Background: an optimization exercise with open tools, aiming at small area. Do not read the settings as production practice.
At most, simulation tests tie the RTL to the original design; equivalence was not proved.
For run 2, only the layout was checked, not whether the RTL still works.
No activity file was given, so power comes from the tool's default toggle rates.

==> design/flow/design.v <==
module row_replay_reader #(
    parameter int DATA_WIDTH = 24,
    parameter int IMG_WIDTH  = 128,
    parameter int SCALE      = 2
) (
    input  logic                  clk,
    input  logic                  rst,
    input  logic                  ce,
    input  logic [DATA_WIDTH-1:0] s_data,
    input  logic                  s_valid,
    output logic                  s_ready,
    output logic [DATA_WIDTH-1:0] m_data,
    output logic                  m_valid,
    input  logic                  m_ready,
    output logic                  m_last,
    output logic                  m_done
);
    localparam int CW = $clog2(IMG_WIDTH);
    localparam int RW = (SCALE > 1) ? $clog2(SCALE) : 1;
    localparam int NW = RW + CW + RW;
    localparam int K  = 8;                
    localparam int KW = $clog2(K);
    localparam int R  = IMG_WIDTH / K;    
    logic                                  replay;
    logic                                  replay_d;
    logic [NW-1:0]                         cnt;
    logic [NW-1:0]                         cnt_d;
    logic [CW-1:0]                         col;
    logic [KW:0]                           cyc;       
    logic [KW-1:0]                         ph;
    logic [K-1:0]                          pend;
    logic [K-1:0]                          pend_d;
    logic                                  accept;
    logic                                  emit;
    logic                                  h_end;
    logic                                  req;
    logic [KW-1:0]                         chain;
    logic [KW-1:0]                         chain_d;
    logic [KW:0]                           wpos;
    logic [KW:0]                           rpos_d;
    logic                                  sh_q;
    logic                                  shn_q;
    logic [K-1:0]                          wsel;
    logic [K-1:0]                          rsel_q;
    logic                                  winv_q;
    logic [KW:0]                           wpos_d;
    logic                                  rinv_q;
    logic [DATA_WIDTH-1:0]                 wdata;
    logic [DATA_WIDTH-1:0]                 rdata;
    logic [R-1:0][K-1:0][DATA_WIDTH-1:0]   st;
    assign s_ready = ce & ~rst & ~replay;
    assign m_valid = ce & replay;
    assign accept  = s_valid & s_ready;
    assign emit    = m_valid & m_ready;
    assign col     = cnt[RW+CW-1:RW];
    assign h_end   = &cnt[RW-1:0];
    assign chain   = col[KW-1:0];
    assign ph      = cyc[KW-1:0];
    assign m_last  = &cnt[RW+CW-1:0];
    assign m_done  = &cnt;
    assign req     = (accept & ~(&col[CW-1:KW])) | (emit & h_end);
    always_comb begin
        cnt_d    = cnt;
        replay_d = replay;
        if (accept) begin
            cnt_d[RW+CW-1:RW] = col + 1'b1;
            if (&col) replay_d = 1'b1;
        end
        if (emit) begin
            cnt_d = cnt + 1'b1;
            if (&cnt) replay_d = 1'b0;
        end
        for (int p = 0; p < K; p++) begin
            pend_d[p] = (req && chain == KW'(p)) || (pend[p] && ph != KW'(p));
        end
    end
    assign chain_d = cnt_d[RW+KW-1:RW];
    assign rpos_d  = cyc - chain_d;
    assign wpos    = cyc - chain;
    assign wpos_d  = cyc + 1'b1 - chain_d;
    for (genvar s = 0; s < K; s++) begin : g_wsel
        assign wsel[s] = accept & (wpos[KW-1:0] == KW'(s));
    end
    always_ff @(posedge clk or posedge rst) begin
        if (rst) begin
            replay <= 1'b0;
            cnt    <= '0;
            cyc    <= '0;
            pend   <= '0;
            winv_q <= 1'b1;
        end else begin
            replay <= replay_d;
            cnt    <= cnt_d;
            cyc    <= cyc + 1'b1;
            pend   <= pend_d;
            winv_q <= ~wpos_d[KW];
        end
    end
    always_ff @(posedge clk) begin
        sh_q   <= pend_d[ph + 1'b1];
        shn_q  <= ~pend_d[ph + 1'b1];
        rinv_q <= ~rpos_d[KW];
        for (int s = 0; s < K; s++) begin
            rsel_q[s] <= (rpos_d[KW-1:0] == KW'(s));
        end
    end
    logic [K-1:0][DATA_WIDTH-1:0] rterm;
    for (genvar s = 0; s < K; s++) begin : g_rd
        assign rterm[s] = st[0][s] & {DATA_WIDTH{rsel_q[s]}};
    end
    always_comb begin
        rdata = '0;
        for (int s = 0; s < K; s++) begin
            rdata = rdata | rterm[s];
        end
    end
    assign m_data = rdata ^ {DATA_WIDTH{rinv_q}};
    assign wdata  = s_data ^ {DATA_WIDTH{winv_q}};
    for (genvar i = 0; i < R; i++) begin : g_ring
        localparam int NXT = (i + 1) % R;
        always_ff @(posedge clk) begin
            if (i == R - 1 && wsel[0]) begin
                st[i][0] <= wdata;
            end else begin
                st[i][0] <= ~((st[NXT][K-1] | {DATA_WIDTH{shn_q}}) &
                              (st[i][K-1]   | {DATA_WIDTH{sh_q}}));
            end
        end
        for (genvar s = 1; s < K; s++) begin : g_slot
            always_ff @(posedge clk) begin
                if (i == R - 1 && wsel[s]) begin
                    st[i][s] <= wdata;
                end else begin
                    st[i][s] <= st[i][s-1];
                end
            end
        end
    end
endmodule
==> design/flow/flow/run.sh <==
#!/bin/bash
# Standard ORFS layout; clock tree synthesis without dummy loads, ports buffered with buf_1.
set -e
export CTS_ARGS="-sink_clustering_enable -repair_clock_nets -sink_clustering_size 20 -sink_clustering_max_diameter 50 -buf_list sky130_fd_sc_hd__clkbuf_8 -dont_use_dummy_load"
export BUFFER_PORTS_ARGS="-buffer_cell sky130_fd_sc_hd__buf_1"
bash standard.sh > standard.log 2>&1
==> design/flow/standard.sh <==
#!/bin/bash
# synth_recipe.tcl (not shown) runs the flow's synth.tcl, then flattens the netlist and writes it again
# the make line also repeats each setting of config.mk as NAME=value (left out here)
make -C /OpenROAD-flow-scripts/flow DESIGN_CONFIG=/design/flow/config.mk WORK_HOME=/design/flow/orfs CLKGATE_MAP_FILE= SYNTH_SCRIPT=/design/flow/synth_recipe.tcl "${@:-finish}"
==> design/flow/config.mk <==
export PLATFORM = sky130hd
export DESIGN_NAME = row_replay_reader
export DESIGN_NICKNAME = row_replay_reader
export VERILOG_FILES = /design/flow/design.v
export SDC_FILE = /design/flow/constraint.sdc
export NUM_CORES = 4
export LEC_CHECK = 0
export ABC_CLOCK_PERIOD_IN_PS = 6000
export CAP_MARGIN = 20
export CORE_MARGIN = 2
export CORE_UTILIZATION = 45
export CTS_BUF_LIST = sky130_fd_sc_hd__clkbuf_8
export CTS_CLUSTER_DIAMETER = 50
export CTS_CLUSTER_SIZE = 20
export PLACE_DENSITY = 0.6
export SLEW_MARGIN = 20
==> design/flow/constraint.sdc <==
create_clock -name core_clock -period 15.0 [get_ports {clk}]
set_input_delay 3.0000 -clock core_clock [delete_from_list [all_inputs] [get_ports {clk}]]
set_output_delay 3.0000 -clock core_clock [all_outputs]
set_load 0.01 [all_outputs]
==> flow_summary.json, run 1 <==
{
  "run_status": "finished clean",
  "drc_errors": 0,
  "ctsResizeCount": 0,
  "viasPerCell": 4.468,
  "dp_hpwl_mm": 53.21,
  "synth-seq-cells": 3106,
  "fin_cells": 6495,
  "cp_max_fo": 6,
  "wl_met1_mm": 51.25,
  "row_count": 144,
  "grt_max_degree": 181,
  "crit_top_cell": "buf_1",
  "ys_types": 54,
  "synth_edf_count": 0,
  "drt_iter0_markers": 1379,
  "drive_gt1_share_pct": 5.035,
  "first_global_vias": 28640,
  "endpoint_kind": "output port",
  "ctsHoldBuffers": 0,
  "wl_met3_mm": 3.933,
  "area_delta_synth_final_pct": 6.940,
  "crit_arrival_ps": 3580,
  "crit_required_ps": 12000,
  "tritoncts": "yes",
  "drt.antenna.violating_nets": 0,
  "path_class": "in -> out",
  "wl_met2_mm": 39.28,
  "cts_max_level": 4,
  "maxSlewHeadroom_pct": 30.15,
  "hp-start": "st[1412]",
  "synthCells": 4342,
  "path_delay_family": "buffers and inverters",
  "crit_chain": "buf_1 > and2_1 > buf_1",
  "finish.utilization_pct": 48.32,
  "die_area_um2": 157500,
  "antenna_found_initial": 2,
  "cts_made_buffers": 182,
  "async_reset_ff_share_pct": 0.7405,
  "io_pins": 57,
  "place_ws_ps": 8434,
  "setup_violations": 0,
  "firstDrtPassIters": 5,
  "initial_utilization_pct": 45.18,
  "tightest_slew_ps": 1048,
  "synth_seq_area_share_pct": 89.71,
  "slew_violations": 0,
  "regToRegSetupSlack_ps": 11730,
  "endpoint": "m_valid",
  "clock_sinks": 3106,
  "p_per_area_nw_per_um2": 233.5,
  "routedWlPerCell_um": 14.92,
  "yosysWarnings": 1,
  "cts_buffer_depth": 3,
  "leakage_nw": 29.68,
  "die_w_um": 396.8,
  "crit_path_start": "ce",
  "synthesis.area_um2": 69440,
  "root_buffer": "clkbuf_8",
  "yosys-top-cells-area": "dfxtp_1 (89%), o22ai_1 (3.5%), a22oi_1 (1.0%)",
  "hold_class": "reg -> reg",
  "crit_path_max_incr_delay_ps": 220,
  "cp.depth": 3,
  "synth_area_leader_cell": "dfxtp_1",
  "reg2reg_depth": 8,
  "clkLatencyLatePin_ps": 900,
  "core_region_area_um2": 153700,
  "fin_setup_tns_ps": 0,
  "vias": 29020,
  "topRoutingLayerUsed": "met4",
  "ir_drop_v": 0.0001531,
  "finalCriticalPeriod_ps": 6583,
  "drv_cap": 0,
  "die_y_um": 396.8,
  "r2r_end": "st[3023]",
  "dp_cells": 6311,
  "clock_skew_ps": 86.47,
  "syn_nets": 4391,
  "nNetsFinal": 4500,
  "hold_violations": 0,
  "grt_use_total_pct": 12.37,
  "finalCritPeriodShare_pct": 43.88,
  "io_buffers": 56,
  "rsz0062_at_grt": "no",
  "startpoint_type": "input pin",
  "clkSlewWorstSetupHoldPaths_ps": 110,
  "grt_overflow": 0,
  "path_buf_inv": 2,
  "timing.fmax_mhz": 151.9,
  "postSynthAreaPerCell_um2": 15.99,
  "cts_setup_buffers": 0,
  "wirelength_mm": 96.89,
  "timing.final.ws_setup_ps": 8417,
  "cp_slowest_cell": "and2_1",
  "ys.flop_type": "dfxtp_1",
  "rr_startpoint": "cyc[0]",
  "synth_top_area_share_pct": 88.88,
  "gp_routability_congestion": 0.7587,
  "grt_pass1_wl_mm": 156.5
}
[state kept, by name (all words and copies together) (netlist names)]
register and count:
rsel_q 8, st 3072, sh_q 1, cnt 9, replay 1, winv_q 1, shn_q 1, pend 8
rinv_q 1, cyc 4
[metrics by stage]
step | area, um^2 | hold slack (ps) | power [mW]
final | 74260 | 251.4 | 17.34
after global placement | 71750 | 309.9 | 14.16
after CTS | 74260 | 257.9 | 17.57
after global routing | 74260 | 267.0 | 18.32
after detailed placement | 71750 | 312.1 | 14.27
after floorplan | 69440 | 309.6 | 13.30
[cell type report]
| class | count | area (um^2) |
|---|---|---|
| fill | 13040 | 79420 |
| sequential | 3106 | 62300 |
| multi-input combinational | 1062 | 6421 |
| tap | 2044 | 2557 |
| clock buffer | 182 | 2505 |
| timing repair buffer | 79 | 395.4 |
| inverter | 20 | 75.07 |
| antenna | 2 | 5.005 |
[worst min path at each step]
stage,endpoint,cells past startpoint,slack (ps)
floorplan,st[1000],0,310
global placement,st[232],0,310
detailed placement,st[1386],0,310
CTS,st[1436],0,260
global route,st[1308],0,270
finish,st[1436],0,250
[layer usage]
layer  GRT usage (%)  vias to the layer above
met5               0                        -
met4           4.393                        0
met3           2.694                      188
met2           17.64                      387
met1           18.43                    13950
li1                -                    14500
[report_power, final]
part | internal (mW) | switching, mW | total [mW]
Clock | 1.09 | 2.20 | 3.29
Sequential | 11.4 | 1.08 | 12.5
Combinational | 0.569 | 0.957 | 1.53
[Yosys cell counts (all sizes together) (2+ instances only)]
| cell type | n |
|---|---|
| a21oi | 76 |
| xor2 | 27 |
| o311ai | 2 |
| nand4 | 28 |
| o211ai | 2 |
| a22oi | 97 |
| a31oi | 2 |
| inv | 20 |
| ha | 18 |
| nand2b | 3 |
| o21ai | 130 |
| o2111ai | 5 |
| buf | 54 |
| nor2 | 86 |
| o22ai | 385 |
| and4 | 3 |
| dfxtp | 3083 |
| nand3 | 6 |
| xnor2 | 33 |
| o31ai | 2 |
| nor3 | 8 |
| dfrtp | 22 |
| clkbuf | 100 |
| fa | 2 |
| nand2 | 132 |
[layout by cell type (no fill, tap or decap), types with 33 or more instances in the layout]
cell / instances
dfxtp_1: 3081
buf_1: 56
o21ai_1: 50
clkbuf_8: 182
a21oi_1: 75
xnor2_1: 33
nor2_1: 86
nand2_1: 131
a22oi_1: 96
o22ai_1: 385
o21ai_0: 80
[cells by family after synthesis]
| kind of cell | Yosys count | share of synthesized area, % |
|---|---|---|
| AO/OA/AOI/OAI | 705 | 6.227 |
| XOR/XNOR | 61 | 0.8018 |
| adder cells (fa/ha/maj) | 21 | 0.3982 |
| buffers and inverters | 174 | 1.076 |
| flip-flops | 3106 | 89.71 |
| multiplexers | 1 | 0.01621 |
| AND/OR/NAND/NOR | 274 | 1.773 |
==> inputs of run 2 (changes only) <==
--- a/design/flow/design.v
+++ b/design/flow/design.v
@@ -41,7 +41,7 @@
     logic                                  sh_q;
     logic                                  shn_q;
     logic [K-1:0]                          wsel;
-    logic [K-1:0]                          rsel_q;
+    logic [KW-1:0]                         rslot_q;
     logic                                  winv_q;
     logic [KW:0]                           wpos_d;
     logic                                  rinv_q;
@@ -86,27 +86,24 @@
             replay <= 1'b0;
             cnt    <= '0;
             cyc    <= '0;
-            pend   <= '0;
             winv_q <= 1'b1;
         end else begin
             replay <= replay_d;
             cnt    <= cnt_d;
             cyc    <= cyc + 1'b1;
-            pend   <= pend_d;
             winv_q <= ~wpos_d[KW];
         end
     end
     always_ff @(posedge clk) begin
+        pend   <= pend_d;
         sh_q   <= pend_d[ph + 1'b1];
         shn_q  <= ~pend_d[ph + 1'b1];
         rinv_q <= ~rpos_d[KW];
-        for (int s = 0; s < K; s++) begin
-            rsel_q[s] <= (rpos_d[KW-1:0] == KW'(s));
-        end
+        rslot_q <= rpos_d[KW-1:0];
     end
     logic [K-1:0][DATA_WIDTH-1:0] rterm;
     for (genvar s = 0; s < K; s++) begin : g_rd
-        assign rterm[s] = st[0][s] & {DATA_WIDTH{rsel_q[s]}};
+        assign rterm[s] = st[0][s] & {DATA_WIDTH{rslot_q == KW'(s)}};
     end
     always_comb begin
         rdata = '0;
==> flow_summary.json, run 2 <==
{
  "cp_slowest_cell": "and2_1",
  "viasPerCell": 4.459,
  "holdPathEnd": "st[1707]",
  "maxSlewHeadroom_pct": 29.33,
  "clkSlewWorstSetupHoldPaths_ps": 110,
  "postSynthAreaPerCell_um2": 15.97,
  "dp_hpwl_mm": 53.57,
  "yosysWarnings": 1,
  "leakage_nw": 29.67,
  "top_register": "st",
  "crit_arrival_ps": 3580,
  "synth-seq-cells": 3101,
  "rr_startpoint": "shn_q",
  "firstDrtPassIters": 5,
  "synthCells": 4340,
  "ys.flop_type": "dfxtp_1",
  "slew_violations": 0,
  "hp-start": "st[1683]",
  "drt_iter0_markers": 1438,
  "async_reset_ff_share_pct": 0.4837,
  "hold_depth": 0,
  "crit_top_cell": "buf_1",
  "startpoint_type": "input pin",
  "reg2reg_depth": 5,
  "endpoint_kind": "output port",
  "drive_gt1_share_pct": 5.078,
  "synth_most_common_cell": "dfxtp_1",
  "antenna_found_initial": 1,
  "largest_reg_flops": 3072,
  "core_region_area_um2": 153500,
  "layout_commonest_cell": "dfxtp_1",
  "clkLatencyLatePin_ps": 880,
  "fin_setup_tns_ps": 0,
  "nNetsFinal": 4505,
  "crit_path_max_incr_delay_ps": 220,
  "hold_violations": 0,
  "area_delta_synth_final_pct": 6.986,
  "reg_top3": "st: 3072 flops, cnt: 9 flops, pend: 8 flops",
  "die_y_um": 396.5,
  "syn_nets": 4392,
  "root_buffer": "clkbuf_8",
  "synth_edf_count": 0,
  "cts_setup_buffers": 0,
  "cts_max_level": 4,
  "grt_pass1_wl_mm": 155.2,
  "synth_seq_area_share_pct": 89.67,
  "ctsHoldBuffers": 0,
  "die_area_um2": 157200,
  "drv_cap": 0,
  "synth_area_leader_cell": "dfxtp_1",
  "rsz0062_at_grt": "no",
  "run_status": "finished clean",
  "setup_violations": 0,
  "synthTopCellsByCount": "dfxtp_1 (3086), o22ai_1 (384), clkbuf_1 (112)",
  "timing.fmax_mhz": 152.0,
  "r2r_end": "st[2890]",
  "yosys-top-cells-area": "dfxtp_1 (89%), o22ai_1 (3.5%), a22oi_1 (1.1%)",
  "io_buffers": 56,
  "vias": 28970,
  "ys_types": 47,
  "finalCritPeriodShare_pct": 43.86,
  "die_w_um": 396.5,
  "clock_skew_ps": 138.1,
  "clock_sinks": 3101,
  "path_class": "in -> out",
  "row_count": 144,
  "grt_use_total_pct": 12.27,
  "crit_chain": "buf_1 > and2_1 > buf_1",
  "tightest_slew_ps": 1060,
  "p_per_area_nw_per_um2": 239.6,
  "design_area_um2": 74160,
  "crit_required_ps": 12000,
  "ctsResizeCount": 0,
  "cts_buffer_depth": 3,
  "synth_top_area_share_pct": 89.13,
  "cp_max_fo": 6,
  "hold_class": "reg -> reg",
  "ir_drop_v": 0.0001008,
  "initial_utilization_pct": 45.15,
  "regToRegSetupSlack_ps": 11940,
  "gp_routability_congestion": 0.7435,
  "placed_area_um2": 71640,
  "drt.antenna.violating_nets": 0,
  "wirelength_mm": 96.71,
  "routedWlPerCell_um": 14.89,
  "grt_max_degree": 88,
  "drc_errors": 0,
  "io_pins": 57,
  "grt_overflow": 0,
  "first_global_vias": 28590,
  "final_cell_mix": "dfxtp_1 (3084), o22ai_1 (384), clkbuf_8 (183)",
  "synthesis.area_um2": 69310,
  "tritoncts": "yes",
  "finalCriticalPeriod_ps": 6579,
  "cts_made_buffers": 183
}
run 2: cell types whose count changed in the layout (fill, tap and decap cells not counted), sizes merged, moves of 4 or more:
cell     delta
o2111ai     -4
nor2       +13
nand2      -21
a211oi      +6
a21o        +4
a21oi      +24
o21ai      -26
or3         +4
dfrtp       -8
run 2: critical path, delay by kind of cell:
| family | cells | cell delay, ps |
|---|---|---|
| and+or+nand+nor | 1 | 220 |
| buffers and inverters | 2 | 360 |
run 2: layer usage:
layer | vias to the layer above | part of all wire [%] | global-route usage [%]
met5 | - | 0 | 0
met4 | 0 | 2.8 | 4.250
met3 | 199 | 4.1 | 2.796
met2 | 395 | 40 | 17.46
met1 | 13880 | 53 | 18.29
li1 | 14490 | - | -
run 2: logic make-up after synthesis:
| group | share of synthesized area, % |
|---|---|
| AO/OA/AOI/OAI | 6.246 |
| XOR/XNOR | 0.7816 |
| adder cells (fa/ha/maj) | 0.4368 |
| buffers and inverters | 1.087 |
| flip-flops | 89.67 |
| multiplexers | 0.01624 |
| AND/OR/NAND/NOR | 1.760 |
run 2: where the power goes:
| group | switching, mW | internal [mW] |
|---|---|---|
| registers | 1.16 | 11.9 |
| logic | 0.891 | 0.555 |
| clock network | 2.19 | 1.10 |
run 2: worst max-delay path by stage:
stage	start	end	slack [ps]	cells after the start
after global placement	ce	s_ready	8370	3
after CTS	ce	s_ready	8430	3
after floorplan	rst	s_ready	8680	1
final	ce	m_valid	8420	3
after global routing	ce	s_ready	8320	3
after detailed placement	ce	m_valid	8440	3
run 2: final cells by class:
cell class | count | area [um^2]
repair buffers | 82 | 405.4
flip-flops and latches | 3101 | 62160
fillers | 13080 | 79350
well taps | 2044 | 2557
clock buffers | 183 | 2519
diodes | 1 | 2.502
multi-input cells | 1068 | 6445
inverters | 17 | 63.81
run 2: stage by stage:
step / utilization, % / power [mW] / instances / setup WS [ps] / hold WS [ps]
3_5_place_dp: 46.67 / 14.69 / 6312 / 8438 / 312.1
2_1_floorplan: - / 13.74 / 4340 / 8679 / 309.6
5_1_grt: 48.31 / 18.78 / 6496 / 8320 / 245.5
6_report: 48.31 / 17.76 / 6496 / 8421 / 244.2
3_3_place_gp: 46.67 / 14.54 / 6312 / 8371 / 309.7
4_1_cts: 48.31 / 18.01 / 6495 / 8434 / 242.9
==> inputs of run 3 (changes only) <==
--- a/design/flow/design.v
+++ b/design/flow/design.v
@@ -25,6 +25,7 @@
     logic                                  replay_d;
     logic [NW-1:0]                         cnt;
     logic [NW-1:0]                         cnt_d;
+    logic [NW-1:0]                         cnt_inc;
     logic [CW-1:0]                         col;
     logic [KW:0]                           cyc;       
     logic [KW-1:0]                         ph;
@@ -59,17 +60,10 @@
     assign m_last  = &cnt[RW+CW-1:0];
     assign m_done  = &cnt;
     assign req     = (accept & ~(&col[CW-1:KW])) | (emit & h_end);
+    assign cnt_inc  = cnt + {accept, emit};
+    assign cnt_d    = {cnt_inc[NW-1] & ~accept, cnt_inc[NW-2:0]};
+    assign replay_d = replay ? ~(emit & (&cnt)) : (accept & (&col));
     always_comb begin
-        cnt_d    = cnt;
-        replay_d = replay;
-        if (accept) begin
-            cnt_d[RW+CW-1:RW] = col + 1'b1;
-            if (&col) replay_d = 1'b1;
-        end
-        if (emit) begin
-            cnt_d = cnt + 1'b1;
-            if (&cnt) replay_d = 1'b0;
-        end
         for (int p = 0; p < K; p++) begin
             pend_d[p] = (req && chain == KW'(p)) || (pend[p] && ph != KW'(p));
         end
==> flow_summary.json, run 3 <==
{
  "rsz0062_at_grt": "no",
  "internal-power_mw": 13.35,
  "startpoint_type": "input pin",
  "firstDrtPassIters": 6,
  "drc_errors": 0,
  "async_reset_ff_share_pct": 0.4837,
  "synth_xor_xnor_area_share_pct": 0.8117,
  "largest_reg_flops": 3072,
  "synth-simple-area-share_pct": 1.703,
  "synth_top_family_by_area": "compound AO/OA/AOI/OAI gates",
  "initial_utilization_pct": 45.41,
  "grt_pass1_wl_mm": 156.0,
  "ys_types": 45,
  "tritoncts": "yes",
  "first_global_vias": 28720,
  "postSynthAreaPerCell_um2": 15.96,
  "path_delay_family": "buffers and inverters",
  "setup_violations": 0,
  "nNetsFinal": 4482,
  "maxSlewHeadroom_pct": 26.14,
  "clock_skew_ps": 120.8,
  "crit_path_max_incr_delay_ps": 180,
  "synthCells": 4327,
  "hold_class": "reg -> reg",
  "cts_buffer_depth": 3,
  "syn_nets": 4370,
  "cp_max_fo": 4,
  "layout_commonest_cell": "dfxtp_1",
  "hold_slack_ps": 241.3,
  "p_per_area_nw_per_um2": 239.8,
  "synthTopCellsByCount": "dfxtp_1 (3086), o22ai_1 (386), clkbuf_1 (122)",
  "path_buf_inv": 2,
  "final_cell_mix": "dfxtp_1 (3084), o22ai_1 (386), clkbuf_8 (182)",
  "design_area_um2": 73980,
  "timing.fmax_mhz": 154.9,
  "ir_drop_v": 0.0001196,
  "crit_chain": "buf_1 > nor3b_1 > buf_1",
  "finalCriticalPeriod_ps": 6457,
  "crit_arrival_ps": 3460,
  "timing.final.ws_setup_ps": 8543,
  "clock_sinks": 3101,
  "endpoint_kind": "output port",
  "drt.antenna.violating_nets": 0,
  "viasPerCell": 4.442,
  "ys.flop_type": "dfxtp_1",
  "core_region_area_um2": 152100,
  "die_area_um2": 156600,
  "swShare_pct": 24.76,
  "grt_overflow": 0,
  "pwr-share-clk_pct": 18.5,
  "nFillCells": 12990,
  "synth_most_common_cell": "dfxtp_1",
  "run_status": "finished clean",
  "cts_setup_buffers": 0,
  "yosysWarnings": 1,
  "root_buffer": "clkbuf_8",
  "finalPower_mw": 17.74,
  "io_buffers": 56,
  "reg_top3": "st: 3072 flops, cnt: 9 flops, pend: 8 flops",
  "synthMuxAreaShare_pct": 0,
  "crit_top_cell": "buf_1",
  "tightest_slew_ps": 1104,
  "routedWlPerCell_um": 15.01,
  "wl_met1_mm": 50.57,
  "dp_hpwl_mm": 54.09,
  "clkSlewWorstSetupHoldPaths_ps": 110,
  "ctsResizeCount": 0,
  "grt_max_degree": 157,
  "power_switching_mw": 4.393,
  "hold_violations": 0,
  "leakage_nw": 29.50,
  "wl_met2_mm": 40.08,
  "finalCritPeriodShare_pct": 43.04,
  "vias": 28730,
  "synth_area_leader_cell": "dfxtp_1",
  "drive_gt1_share_pct": 5.048,
  "synth_top_area_share_pct": 89.46,
  "cts_made_buffers": 182,
  "clkLatencyLatePin_ps": 910,
  "synth_edf_count": 0,
  "ctsHoldBuffers": 0,
  "crit_required_ps": 12000,
  "p_comb_share_pct": 9.7,
  "synth-seq-cells": 3101,
  "wirelength_mm": 97.09,
  "seqPwrFrac_pct": 71.8,
  "cts_max_level": 4,
  "die_w_um": 395.7,
  "synth-compound-area-share_pct": 6.184,
  "die_y_um": 395.7,
  "wl_met3_mm": 3.896,
  "placed_area_um2": 71470,
  "gp_routability_congestion": 0.7539,
  "synth_seq_area_share_pct": 90.01,
  "drt_iter0_markers": 1441,
  "yosys-top-cells-area": "dfxtp_1 (89%), o22ai_1 (3.5%), a22oi_1 (1.0%)",
  "antenna_found_initial": 1,
  "fin_setup_tns_ps": 0,
  "slew_violations": 0,
  "place_ws_ps": 8537,
  "topRoutingLayerUsed": "met4",
  "area_delta_synth_final_pct": 7.130,
  "grt_use_total_pct": 12.39,
  "io_pins": 57,
  "row_count": 143,
  "top_register": "st",
  "path_class": "in -> out",
  "synthesis.area_um2": 69060,
  "synthAdderAreaFrac_pct": 0.3044,
  "cp_slowest_cell": "nor3b_1",
  "drv_cap": 0
}
-- run 3: worst paths after layout --
path | from | end | slack, ps | cells past startpoint
max in group asynchronous | rst | cnt[0] | 12410 | 2
max reg2reg | cyc[0] | st[2903] | 12050 | 9
min | st[1209] | st[1233] | 240 | 0
max | ce | s_ready | 8540 | 3
min reg2reg | st[1209] | st[1233] | 240 | 0
min in group asynchronous | rst | cyc[0] | 2140 | 2
-- run 3: area by class of cell --
class,instances,area [um^2],share of cell area [%]
antenna,1,2.502,0.003382
clock buffer,182,2505,3.386
inverter,20,75.07,0.1015
multi-input combinational,1051,6270,8.475
sequential,3101,62160,84.03
tap,2030,2540,3.433
timing repair buffer,83,425.4,0.5750
-- run 3: cells by family (layout without fill, tap and decap cells) --
kind of cell    count (synthesis)  in the layout
compound gates                700            700
xor+xnor                       64             64
fa+ha+maj                      16             16
buf+inv                       175            285
flops                        3101           3101
other cells                     0              1
simple gates                  271            271
-- run 3: worst reg2reg max path, delay by kind of cell, from the launching register on --
| family | cells | cell delay [ps] |
|---|---|---|
| adders and majority gates | 2 | 690 |
| DFF | 1 | 500 |
| AOI/OAI and AO/OA | 1 | 140 |
| buffers and inverters | 3 | 910 |
| and+or+nand+nor | 3 | 550 |
-- run 3: metal layers --
layer / global-route usage (%) / vias up
li1: - / 14430
met1: 18.18 / 13740
met2: 18.07 / 381
met3: 2.618 / 184
met4: 4.427 / 0
met5: 0 / -
-- run 3: per-stage QoR --
stage	std cells	utilization [%]
floorplan	4327	-
global placement	6285	46.99
detailed placement	6285	46.99
CTS	6467	48.64
global route	6468	48.64
finish	6468	48.64
-- run 3: power groups by stage --
stage	clock [mW]	sequential (mW)	combinational (mW)
2_1_floorplan	0	12.4	1.28
3_3_place_gp	0	12.8	1.71
3_5_place_dp	0	12.9	1.74
4_1_cts	3.43	12.8	1.75
5_1_grt	3.72	13.1	1.94
6_report	3.29	12.7	1.72
==> inputs of run 4 (changes only) <==
==> design/flow/flow/run.sh (replaced) <==
#!/bin/bash
# Standard ORFS layout; clock tree synthesis without dummy loads, ports buffered with buf_1.
set -e
export CTS_ARGS="-sink_clustering_enable -repair_clock_nets -sink_clustering_size 20 -sink_clustering_max_diameter 100 -buf_list sky130_fd_sc_hd__clkbuf_8 -dont_use_dummy_load"
export BUFFER_PORTS_ARGS="-buffer_cell sky130_fd_sc_hd__buf_1"
bash standard.sh > standard.log 2>&1
--- a/design/flow/config.mk
+++ b/design/flow/config.mk
@@ -10,7 +10,7 @@
 export CORE_MARGIN = 2
 export CORE_UTILIZATION = 45
 export CTS_BUF_LIST = sky130_fd_sc_hd__clkbuf_8
-export CTS_CLUSTER_DIAMETER = 50
+export CTS_CLUSTER_DIAMETER = 100
 export CTS_CLUSTER_SIZE = 20
 export PLACE_DENSITY = 0.6
 export SLEW_MARGIN = 20
==> flow_summary.json, run 4 <==
{
  "run_status": "finished clean",
  "maxSlewHeadroom_pct": 25.76,
  "final_cell_mix": "dfxtp_1 (3084), o22ai_1 (386), clkbuf_8 (173)",
  "cp_max_fo": 4,
  "die_area_um2": 156600,
  "vias": 28800,
  "grt_max_degree": 157,
  "timing.fmax_mhz": 154.9,
  "crit_arrival_ps": 3460,
  "root_buffer": "clkbuf_8",
  "finalCritPeriodShare_pct": 43.04,
  "firstDrtPassIters": 5,
  "hold_depth": 0,
  "dp_hpwl_mm": 54.09,
  "async_reset_ff_share_pct": 0.4837,
  "finalCriticalPeriod_ps": 6457,
  "grt_use_total_pct": 12.34,
  "ctsResizeCount": 0,
  "crit_chain": "buf_1 > nor3b_1 > buf_1",
  "hold_slack_ps": 230.8,
  "multi_input_area_um2": 6270,
  "synthesis.area_um2": 69060,
  "gp_routability_congestion": 0.7539,
  "top_register": "st",
  "io_pins": 57,
  "startpoint_type": "input pin",
  "reg_top3": "st: 3072 flops, cnt: 9 flops, pend: 8 flops",
  "grt_overflow": 0,
  "die_w_um": 395.7,
  "place_ws_ps": 8537,
  "finalPower_mw": 17.67,
  "path_class": "in -> out",
  "core_region_area_um2": 152100,
  "drt.antenna.violating_nets": 0,
  "cts_setup_buffers": 0,
  "yosys-top-cells-area": "dfxtp_1 (89%), o22ai_1 (3.5%), a22oi_1 (1.0%)",
  "drt_iter0_markers": 1406,
  "layout_commonest_cell": "dfxtp_1",
  "clkLatencyLatePin_ps": 910,
  "tritoncts": "yes",
  "cts_max_level": 4,
  "p_per_area_nw_per_um2": 239.3,
  "drv_cap": 0,
  "synth-seq-cells": 3101,
  "cts_made_buffers": 173,
  "rsz0062_at_grt": "no",
  "clock_skew_ps": 137.6,
  "clkSlewWorstSetupHoldPaths_ps": 110,
  "row_count": 143,
  "holdPathEnd": "st[358]",
  "synth_seq_area_share_pct": 90.01,
  "fin_cells": 6459,
  "postSynthAreaPerCell_um2": 15.96,
  "fin_setup_tns_ps": 0,
  "synth_top_area_share_pct": 89.46,
  "crit_path_max_incr_delay_ps": 180,
  "clock_sinks": 3101,
  "synthTopCellsByCount": "dfxtp_1 (3086), o22ai_1 (386), clkbuf_1 (122)",
  "ir_drop_v": 0.0001195,
  "slew_violations": 0,
  "nFillCells": 13020,
  "die_y_um": 395.7,
  "crit_top_cell": "buf_1",
  "syn_nets": 4370,
  "reg2reg_depth": 9,
  "rr_startpoint": "cyc[0]",
  "tightest_slew_ps": 1110,
  "hp-start": "st[334]",
  "ys_types": 45,
  "ctsHoldBuffers": 0,
  "first_global_vias": 28620,
  "hold_violations": 0,
  "hold_class": "reg -> reg",
  "largest_reg_flops": 3072,
  "crit_required_ps": 12000,
  "cts_buffer_depth": 3,
  "initial_utilization_pct": 45.41,
  "yosysWarnings": 1,
  "endpoint_kind": "output port",
  "drc_errors": 0,
  "synthCells": 4327,
  "timing.final.ws_setup_ps": 8543,
  "ys.flop_type": "dfxtp_1",
  "viasPerCell": 4.459,
  "wirelength_mm": 96.68,
  "io_buffers": 56,
  "drive_gt1_share_pct": 4.855,
  "routedWlPerCell_um": 14.97,
  "regArea_um2": 62160,
  "antenna_found_initial": 1,
  "synth_most_common_cell": "dfxtp_1",
  "area_delta_synth_final_pct": 6.950,
  "nNetsFinal": 4473,
  "grt_pass1_wl_mm": 155.5,
  "leakage_nw": 29.43,
  "regToRegSetupSlack_ps": 12050,
  "r2r_end": "st[2885]",
  "synth_area_leader_cell": "dfxtp_1",
  "setup_violations": 0,
  "synth_edf_count": 0,
  "dp_cells": 6285,
  "cp_slowest_cell": "nor3b_1"
}
[run 4: changes by cell type in the layout (fill, tap and decap cells not counted)]
cell,change
clkbuf_8,-9
[run 4: final cells by class]
| cell class | instances | area share, % |
|---|---|---|
| Clock buffer | 173 | 3.224 |
| Inverter | 20 | 0.1016 |
| Sequential cell | 3101 | 84.17 |
| Tap cell | 2030 | 3.439 |
| Antenna cell | 1 | 0.003388 |
| Multi-Input combinational cell | 1051 | 8.489 |
| Timing Repair Buffer | 83 | 0.5760 |
[run 4: cell families after synthesis]
| kind of cell | Yosys count | share of synthesized area (%) |
|---|---|---|
| compound gates | 700 | 6.184 |
| simple gates | 271 | 1.703 |
| buf+inv | 175 | 0.9911 |
| fa+ha+maj | 16 | 0.3044 |
| xor+xnor | 64 | 0.8117 |
| flops | 3101 | 90.01 |
[run 4: per-layer routing]
| metal | vias to the layer above | part of all wire (%) | track usage [%] |
|---|---|---|---|
| met2 | 375 | 41 | 18.05 |
| met3 | 187 | 3.8 | 2.544 |
| li1 | 14410 | - | - |
| met1 | 13830 | 52 | 18.18 |
| met5 | - | 0 | 0 |
| met4 | 0 | 2.6 | 4.230 |
[run 4: how the worst max path moves through the flow]
stage               slack [ps]        from         end
floorplan                 8680         rst     s_ready
global placement          8470          ce     s_ready
detailed placement        8540          ce     s_ready
CTS                       8460  rslot_q[1]  m_data[12]
global route              8340  rslot_q[2]  m_data[20]
finish                    8540          ce     s_ready
[run 4: stage by stage]
step | utilization [%] | instance area (um^2)
floorplan | - | 69060
global placement | 46.99 | 71470
detailed placement | 46.99 | 71470
CTS | 48.56 | 73850
global route | 48.56 | 73860
finish | 48.56 | 73860
[run 4: worst max-delay path: cells and delay by family]
family | cells | cell delay, ps
buf+inv | 2 | 280
simple gates | 1 | 180
[run 4: power breakdown]
| group | leakage [nW] | internal, mW | switching, mW |
|---|---|---|---|
| sequential | 25.9 | 11.6 | 1.13 |
| clock | 1.24 | 1.04 | 2.17 |
| combinational | 2.24 | 0.646 | 1.08 |
==> inputs of run 5 (changes only) <==
==> design/flow/flow/run.sh (replaced) <==
#!/bin/bash
# Standard ORFS layout; clock tree synthesis without dummy loads, ports buffered with buf_1.
set -e
export CTS_ARGS="-sink_clustering_enable -repair_clock_nets -sink_clustering_size 20 -sink_clustering_max_diameter 65 -buf_list sky130_fd_sc_hd__clkbuf_8 -dont_use_dummy_load"
export BUFFER_PORTS_ARGS="-buffer_cell sky130_fd_sc_hd__buf_1"
bash standard.sh > standard.log 2>&1
--- a/design/flow/config.mk
+++ b/design/flow/config.mk
@@ -10,7 +10,7 @@
 export CORE_MARGIN = 2
 export CORE_UTILIZATION = 45
 export CTS_BUF_LIST = sky130_fd_sc_hd__clkbuf_8
-export CTS_CLUSTER_DIAMETER = 100
+export CTS_CLUSTER_DIAMETER = 65
 export CTS_CLUSTER_SIZE = 20
 export PLACE_DENSITY = 0.6
 export SLEW_MARGIN = 20
==> flow_summary.json, run 5 <==
{
  "synth_seq_area_share_pct": 90.01,
  "tightest_slew_ps": 1111,
  "synth_most_common_cell": "dfxtp_1",
  "synth_top_area_share_pct": 89.46,
  "regArea_um2": 62160,
  "place_ws_ps": 8537,
  "tritoncts": "yes",
  "grt_max_degree": 157,
  "run_status": "finished clean",
  "rsz0062_at_grt": "no",
  "synthTopCellsByCount": "dfxtp_1 (3086), o22ai_1 (386), clkbuf_1 (122)",
  "grt_pass1_wl_mm": 156.2,
  "synthesis.area_um2": 69060,
  "leakage_nw": 29.45,
  "final_cell_mix": "dfxtp_1 (3084), o22ai_1 (386), clkbuf_8 (176)",
  "crit_arrival_ps": 3460,
  "row_count": 143,
  "layout_commonest_cell": "dfxtp_1",
  "firstDrtPassIters": 5,
  "reg_top3": "st: 3072 flops, cnt: 9 flops, pend: 8 flops",
  "viasPerCell": 4.443,
  "grt_overflow": 0,
  "grt_use_total_pct": 12.40,
  "dp_hpwl_mm": 54.09,
  "ir_drop_v": 0.0001439,
  "ctsResizeCount": 0,
  "drt.antenna.violating_nets": 0,
  "gp_routability_congestion": 0.7539,
  "hold_class": "reg -> reg",
  "synth-seq-cells": 3101,
  "nFillCells": 12990,
  "ys_types": 45,
  "postSynthAreaPerCell_um2": 15.96,
  "finalCritPeriodShare_pct": 43.04,
  "ys.flop_type": "dfxtp_1",
  "cts_setup_buffers": 0,
  "multi_input_area_um2": 6270,
  "cts_max_level": 4,
  "fin_setup_tns_ps": 0,
  "yosysWarnings": 1,
  "die_y_um": 395.7,
  "io_pins": 57,
  "clock_skew_ps": 159.4,
  "clock_sinks": 3101,
  "timing.final.ws_setup_ps": 8543,
  "routedWlPerCell_um": 15.03,
  "yosys-top-cells-area": "dfxtp_1 (89%), o22ai_1 (3.5%), a22oi_1 (1.0%)",
  "path_class": "in -> out",
  "setup_violations": 0,
  "crit_required_ps": 12000,
  "die_area_um2": 156600,
  "startpoint_type": "input pin",
  "io_buffers": 56,
  "root_buffer": "clkbuf_8",
  "drc_errors": 0,
  "clkLatencyLatePin_ps": 910,
  "slew_violations": 0,
  "p_per_area_nw_per_um2": 239.5,
  "die_w_um": 395.7,
  "drt_iter0_markers": 1468,
  "nNetsFinal": 4476,
  "endpoint_kind": "output port",
  "synth_area_leader_cell": "dfxtp_1",
  "clkSlewWorstSetupHoldPaths_ps": 110,
  "ctsHoldBuffers": 0,
  "largest_reg_flops": 3072,
  "cts_buffer_depth": 3,
  "cp_max_fo": 4,
  "synthCells": 4327,
  "initial_utilization_pct": 45.41,
  "maxSlewHeadroom_pct": 25.68,
  "hold_violations": 0,
  "top_register": "st",
  "first_global_vias": 28710,
  "vias": 28730,
  "synth_edf_count": 0,
  "antenna_found_initial": 2,
  "area_delta_synth_final_pct": 7.024,
  "wirelength_mm": 97.18,
  "drive_gt1_share_pct": 4.920,
  "drv_cap": 0,
  "timing.fmax_mhz": 154.9,
  "finalCriticalPeriod_ps": 6457,
  "finalPower_mw": 17.70,
  "cts_made_buffers": 176,
  "core_region_area_um2": 152100,
  "async_reset_ff_share_pct": 0.4837,
  "syn_nets": 4370
}
-- run 5: report_power, final --
group          total [mW]  internal (mW)  switching (mW)  leakage (nW)
Clock                3.24           1.06            2.19          1.27
Sequential           12.7           11.6            1.13          25.9
Combinational        1.72          0.646            1.08          2.24
-- run 5: worst max-delay path: stages --
cell	delay [ps]
buf_1	110
nor3b_1	180
buf_1	170
-- run 5: final timing paths --
check                           startpoint       end  slack [ps]  cells past startpoint
worst max-delay path                    ce   s_ready        8540                      3
worst min-delay path              st[1543]  st[1567]         210                      0
worst max register to register      cyc[0]  st[2903]       12070                      9
worst min register to register    st[1543]  st[1567]         210                      0
max in group asynchronous              rst    cnt[2]       12420                      2
min in group asynchronous              rst    cyc[0]        2140                      2
-- run 5: per-stage QoR --
stage / instances / hold WS, ps / cell area, um^2 / util (%)
floorplan: 4327 / 309.6 / 69060 / -
global placement: 6285 / 309.6 / 71470 / 46.99
detailed placement: 6285 / 312.1 / 71470 / 46.99
CTS: 6461 / 198.8 / 73890 / 48.59
global route: 6466 / 200.8 / 73910 / 48.60
finish: 6466 / 209.0 / 73910 / 48.60
-- run 5: final cells by class --
cell class,instances,area share [%]
antenna,5,0.01693
tap,2030,3.437
timing repair buffer,83,0.5756
multi-input combinational,1051,8.483
clock buffer,176,3.277
inverter,20,0.1016
sequential,3101,84.11
-- run 5: cell families after synthesis --
family	Yosys count	synth area share [%]
AND/OR/NAND/NOR	271	1.703
XOR/XNOR	64	0.8117
flip-flops	3101	90.01
AO/OA/AOI/OAI	700	6.184
adder cells (fa/ha/maj)	16	0.3044
buffers and inverters	175	0.9911
-- run 5: layer usage --
layer  vias to the layer above  part of all wire (%)  track usage, %
li1                      14420                     -               -
met5                         -                     0               0
met3                       188                   4.0           2.519
met1                     13750                    52           18.19
met2                       368                    41           18.13
met4                         0                   2.5           4.495

==> re-timing with driven ports <==
Ports are ideal in the flow. The routed layouts listed here were re-timed in OpenROAD.
Step 1 assumes that a clkbuf_16 drives the clock port and a buf_2 every other input.
Step 2 also shifts input and output timing later by t, the mid clock arrival at the registers, as if the neighbouring blocks saw the same clock.
Slacks: no drivers / after step 1 / after step 2; pairs: no drivers / after step 1.
run	t, ns	setup slack, ns	pins driven straight from the clock port
run 1	0.919	8.417 / 8.395 / 8.395	1
run 2	0.897	8.421 / 8.399 / 8.399	1
run 3	0.897	8.543 / 8.519 / 8.519	1
run 4	0.913	8.543 / 8.519 / 8.519	1
run 5	0.895	8.543 / 8.519 / 8.519	1
After both steps setup and hold are still met in every run listed.
